What follows belongs to an exercise in optimizing a design on an open flow for a short achievable clock period and few clock cycles; a production flow would make more cautious choices. At most, simulation tests tie the RTL to the original design; equivalence was not proved. No driver is modelled on the clock port, so clocking that relies on it looks cheaper here than on a real chip. No activity file was given, so power comes from the tool's default toggle rates.

## beta
// pio_req_unit
module pio_req_unit (
   input  wire logic        clk,
   input  wire logic        rst,
   input  wire logic [3:0]  max_pio,
   input  wire logic        rd_vld,
   input  wire logic        wr_vld,
   input  wire logic [4:0]  req_thr_id,
   input  wire logic [1:0]  req_buf_id,
   input  wire logic [2:0]  req_size,
   input  wire logic [39:0] req_addr,
   input  wire logic [63:0] req_data,
   output logic             req_accepted,
   output logic             csr_wr,
   output logic [15:0]      csr_wr_addr,
   output logic [31:0]      csr_wr_data,
   output logic [15:0]      csr_rd_addr,
   output logic             csr_rd_ack,
   output logic [4:0]       csr_ack_thr,
   output logic [1:0]       csr_ack_buf,
   input  wire logic        pio_pop,
   input  wire logic        rd_done,
   output logic             pio_req,
   output logic             pio_data_vld,
   output logic             pio_out_rw,
   output logic [1:0]       pio_out_dest,
   output logic [15:0]      pio_out_be,
   output logic [63:0]      pio_out_ad,
   output logic [4:0]       pio_out_thr_id,
   output logic [1:0]       pio_out_buf_id
);
Size in the first run: ~4,200 cells after synthesis, about 290 I/O pins, about 90,000 um^2 of cells after synthesis.
Settings: LEC_CHECK=0, CAP_MARGIN=20, CORE_MARGIN=2, CORE_UTILIZATION=40, SLEW_MARGIN=20; clock period 5.0 ns.
run.sh (not shown) runs the stock make flow with config.mk's settings and CLKGATE_MAP_FILE= SYNTH_SCRIPT=/design/flow/synth_recipe.tcl, a recipe that flattens the netlist after the stock synthesis.
diff inputs: beta => alpha
- CORE_UTILIZATION now 55, was 40
- SETUP_SLACK_MARGIN now 3.0, previously not set
- GPL_TIMING_DRIVEN now 1, previously not set
- TNS_END_PERCENT now 100, previously not set
## What came out
alpha reached the end of the flow, and the finished layout is clean on the timing, DRC and antenna checks. As of alpha, power in combinational cells had risen by more than half compared to beta. Worst setup margin ended up 0.72 ns higher on alpha than on beta. Delta (alpha minus beta): total power of the final layout rose about 9%, via count rose 11%, final routed wirelength across all metal layers rose 19%. Summary: worst hold slack, alpha worse than beta. Proportion of power drawn by combinational gates delta for alpha relative to beta: 8.1 points higher. In alpha, critical path's largest stage delay is lower than in beta. Summary of alpha over beta: total met2 wirelength after detailed routing moved up, global-route wire length before repair moved up, part of the power in registers moved down.
No run of this note included a check of the RTL's function; only the layout flow was run.

* * *

== run A ==
pio_req_unit, a different RTL version from the one above (not shown whole).
Size: ~4600 cells after synthesis, ~260 I/O pins, about 64000 um2 of cells after synthesis.
clock: 5.0 ns
lec_check: 0
cap_margin: 20
core_margin: 2
core_utilization: 60
setup_slack_margin: 2.5
slew_margin: 20
synth_hierarchical: 1
tns_end_percent: 100
standard.sh (not shown) runs the stock make flow with config.mk's settings and CLKGATE_MAP_FILE= SYNTH_SCRIPT=/design/flow/synth_recipe.tcl, a recipe that flattens the netlist after the stock synthesis.
==> flow/flow/run.sh <==
#!/bin/bash
# Standard layout with these changes: port buffers made from regular buffers
# instead of delay cells, cell sizing free to change a cell's footprint, a
# fanout limit for the repair steps (flow/fanout.tcl), and the ports of the
# request-to-CSR and throttle paths placed side by side on the left edge
# (flow/pins.tcl) before the rest are placed.
set -euo pipefail
F=$PWD/flow/fanout.tcl
K=(MATCH_CELL_FOOTPRINT=0 "BUFFER_PORTS_ARGS=-buffer_cell sky130_fd_sc_hd__buf_4"
   PRE_RESIZE_TCL=$F PRE_CTS_TCL=$F PRE_GLOBAL_ROUTE_TCL=$F
   PRE_REPAIR_TIMING_POST_PLACE_TCL=$F)
bash standard.sh "${K[@]}" floorplan > make_floorplan.log 2>&1
ODB=orfs/results/sky130hd/pio_req_unit/base/2_floorplan.odb \
   openroad -no_init -exit flow/pins.tcl > pins.log 2>&1
bash standard.sh "${K[@]}" finish > make_finish.log 2>&1
==> flow/flow/fanout.tcl <==
# Optimization-only design rule for this stage's repair_design: keep nets to a
# small fanout so that select and enable nets get buffer trees.
set_max_fanout 12 [current_design]
==> flow/flow/pins.tcl <==
# Place the ports of the short input-to-output paths next to each other on
# the left edge, on met3 tracks two tracks apart, centred on the edge.
read_db $::env(ODB)
set block [ord::get_db_block]
set die [$block getDieArea]
set order {
   req_addr[39] req_addr[24] req_addr[38] req_addr[37] req_addr[36]
   req_addr[35] req_addr[34] req_addr[33] csr_wr csr_rd_ack req_accepted
   rd_vld wr_vld req_addr[32] req_addr[31] req_addr[30] req_addr[29]
   req_addr[28] req_addr[27] req_addr[26] req_addr[25]
   {} {}
   max_pio[0] max_pio[1] pio_req max_pio[2] max_pio[3]
}
# met3 tracks: offset 0.34 um, pitch 0.68 um
set n [llength $order]
set ymid [expr {([$die yMin] + [$die yMax]) / 2000.0}]
set k0 [expr {int(($ymid - $n * 0.68) / 0.68)}]
set i 0
foreach p $order {
   if {$p ne {}} {
      set y [expr {0.34 + ($k0 + 2 * $i) * 0.68}]
      place_pin -pin_name $p -layer met3 -location [list 0.4 $y] -force_to_die_boundary
   }
   incr i
}
foreach p $order {
   if {$p ne {}} {
      set bt [$block findBTerm $p]
      puts "$p [[lindex [$bt getBPins] 0] getPlacementStatus]"
   }
}
write_db $::env(ODB)
Per the final summary, run A finished and its layout is clean on timing, DRC and antenna.
For run B, these inputs were changed with respect to run A:
==> flow/flow/run.sh <==
#!/bin/bash
# Standard layout with three changes: port buffers made from regular buffers
# instead of delay cells, cell sizing free to change a cell's footprint, and
# the ports of the request-to-CSR and throttle paths placed side by side on
# the left edge (flow/pins.tcl) before the rest are placed.
set -euo pipefail
K=(MATCH_CELL_FOOTPRINT=0 "BUFFER_PORTS_ARGS=-buffer_cell sky130_fd_sc_hd__buf_4")
bash standard.sh "${K[@]}" floorplan > make_floorplan.log 2>&1
ODB=orfs/results/sky130hd/pio_req_unit/base/2_floorplan.odb \
   openroad -no_init -exit flow/pins.tcl > pins.log 2>&1
bash standard.sh "${K[@]}" finish > make_finish.log 2>&1
removed: flow/flow/fanout.tcl
==> run summary <==
- Run B ran to completion and came out clean on the timing, DRC and antenna checks.
- On worst-case setup slack after placement, run B does better than run A.
- Taking run A as the reference, in run B met1 track demand over resource in global routing shrank by 5.0 points; clock period minus final worst setup slack rose 0.055 ns; global-route usage fell 5.5 points.
- Reported for run A and run B, die span in x turned out identical to the last digit.
- Taking run A as 1.0, run B lands at 0.896 on net count reported at finish.
- Run B vs run A: clock share of power up
- Compared with run A, run B shows a lower growth of design area from synthesis to finish.
- Higher logic gate share of total power was reported by run A, not run B.
- Looking at wire length on met3, run B sits about 26% below run A.
No run of this note included a check of the RTL's function; only the layout flow was run.

* * *

Another version of the RTL of pio_req_unit (not shown whole).
Size: ~1400 flip-flops, ~260 I/O pins, about 64000 um2 of cells after synthesis.
export LEC_CHECK = 0
export CAP_MARGIN = 20
export CORE_MARGIN = 2
export CORE_UTILIZATION = 60
export SETUP_SLACK_MARGIN = 2.5
export SLEW_MARGIN = 20
export SYNTH_HIERARCHICAL = 1
export TNS_END_PERCENT = 100
create_clock -name core_clock -period 5.0 [get_ports {clk}]
==> flow/flow/run.sh <==
#!/bin/bash
# Standard layout with these changes: port buffers made from regular buffers
# instead of delay cells, cell sizing free to change a cell's footprint, a
# fanout limit for the repair steps (flow/fanout.tcl), and the ports of the
# request-to-CSR and throttle paths placed side by side on the left edge
# (flow/pins.tcl) before the rest are placed.
set -euo pipefail
F=$PWD/flow/fanout.tcl
K=(MATCH_CELL_FOOTPRINT=0 "BUFFER_PORTS_ARGS=-buffer_cell sky130_fd_sc_hd__buf_4"
   PRE_RESIZE_TCL=$F PRE_CTS_TCL=$F PRE_GLOBAL_ROUTE_TCL=$F
   PRE_REPAIR_TIMING_POST_PLACE_TCL=$F)
bash standard.sh "${K[@]}" floorplan > make_floorplan.log 2>&1
ODB=orfs/results/sky130hd/pio_req_unit/base/2_floorplan.odb \
   openroad -no_init -exit flow/pins.tcl > pins.log 2>&1
bash standard.sh "${K[@]}" finish > make_finish.log 2>&1
==> flow/flow/fanout.tcl <==
# Optimization-only design rule for this stage's repair_design: keep nets to a
# small fanout so that select and enable nets get buffer trees.
set_max_fanout 12 [current_design]
Scripts as last shown in full above: flow/flow/pins.tcl
Testbench counts at the start, summed over its fixed seeds: cycles 7,368.
Edit:
==> flow/flow/run.sh (replaced) <==
#!/bin/bash
# Standard layout with these changes: port buffers made from regular buffers,
# cell sizing free to change a cell's footprint, no delay cells in the repair
# steps (flow/nodly.tcl), and the ports of the request-to-CSR and throttle
# paths placed side by side on the left edge (flow/pins.tcl) before the rest
# are placed.
set -euo pipefail
F=$PWD/flow/nodly.tcl
K=(MATCH_CELL_FOOTPRINT=0 "BUFFER_PORTS_ARGS=-buffer_cell sky130_fd_sc_hd__buf_4"
   PRE_FLOORPLAN_TCL=$F PRE_GLOBAL_PLACE_TCL=$F PRE_RESIZE_TCL=$F
   PRE_DETAIL_PLACE_TCL=$F PRE_REPAIR_TIMING_POST_PLACE_TCL=$F
   PRE_CTS_TCL=$F PRE_GLOBAL_ROUTE_TCL=$F)
bash standard.sh synth > make_synth.log 2>&1
bash standard.sh "${K[@]}" floorplan > make_floorplan.log 2>&1
ODB=orfs/results/sky130hd/pio_req_unit/base/2_floorplan.odb \
   openroad -no_init -exit flow/pins.tcl > pins.log 2>&1
bash standard.sh "${K[@]}" finish > make_finish.log 2>&1
==> flow/flow/nodly.tcl (new file) <==
# Keep the repair steps from using delay cells as buffers.
set_dont_use [get_lib_cells {sky130_fd_sc_hd__dlygate* sky130_fd_sc_hd__dlymetal* sky130_fd_sc_hd__clkdlybuf*}]
removed: flow/flow/fanout.tcl
Effect:
- The new run ran to the end with no violations
- clock-buffer cell count came out higher by 4
- sequential cell count is unchanged
- wire length came out lower by about 10%
- synthesized area does not change
- final cell count came out lower by about 8%
Edit:
--- a/flow/config.mk
+++ b/flow/config.mk
@@ -9,3 +9,4 @@
 export CORE_MARGIN = 2
-export CORE_UTILIZATION = 60
+export CORE_UTILIZATION = 75
+export PLACE_DENSITY = 0.8
 export SETUP_SLACK_MARGIN = 2.5
What happened: Area after synthesis does not change; cell count is lower by a few percent; total power is lower slightly; clock-buffer cell count is lower by 2; final area is lower slightly; combinational power is lower slightly; routed wire length is lower by a few percent; global-route usage is higher by 7.5 points.

## static timing again, ports no longer ideal
The flow's constraints put no driver on any port. The routed layouts listed below were extracted and timed again, unchanged, in two steps.
Step 1 sets driving cells, clkbuf_16 on the clock port and buf_2 on the other inputs (assumed; they add their load-dependent delay and slew).
Step 2 moves the port delays by t, midway between the first and last clock arrival at a register: inputs arrive t later, outputs are due t later. That takes back most of the time a late clock gives input paths.
a / b / c = ideal ports / drivers / drivers and shift; a / b = the first two.
run | t, ns | setup WS [ns] | hold slack, ns | clock arrival spread, ns | slew at the worst register clock pin (ns)
beta | 0.933 | 1.045 / 0.977 / 1.019 | 0.520 / 0.520 / 0.520 | 0.065 / 0.064 | 0.07 / 0.07
alpha | 0.934 | 1.760 / 1.728 / 1.728 | 0.244 / 0.201 / 0.518 | 0.035 / 0.035 | 0.07 / 0.07
run A | 0.855 | 2.232 / 2.185 / 1.773 | 0.313 / 0.259 / 0.471 | 0.030 / 0.029 | 0.06 / 0.06
run B | 0.829 | 2.177 / 2.131 / 1.797 | 0.342 / 0.289 / 0.453 | 0.029 / 0.029 | 0.06 / 0.06
the first run of note 3 | 0.853 | 2.269 / 2.196 / 1.628 | 0.329 / 0.270 / 0.427 | 0.029 / 0.029 | 0.07 / 0.07
the second run of note 3 | 0.841 | 2.239 / 2.178 / 1.961 | 0.333 / 0.280 / 0.442 | 0.020 / 0.019 | 0.06 / 0.06
the third run of note 3 | 0.843 | 2.224 / 2.161 / 1.909 | 0.331 / 0.279 / 0.451 | 0.023 / 0.023 | 0.06 / 0.06
After both steps every run listed still meets setup and hold. The setup slack of the first run of note 3, which loses most, moves by -0.073 ns with the drivers and by -0.641 ns with both steps.
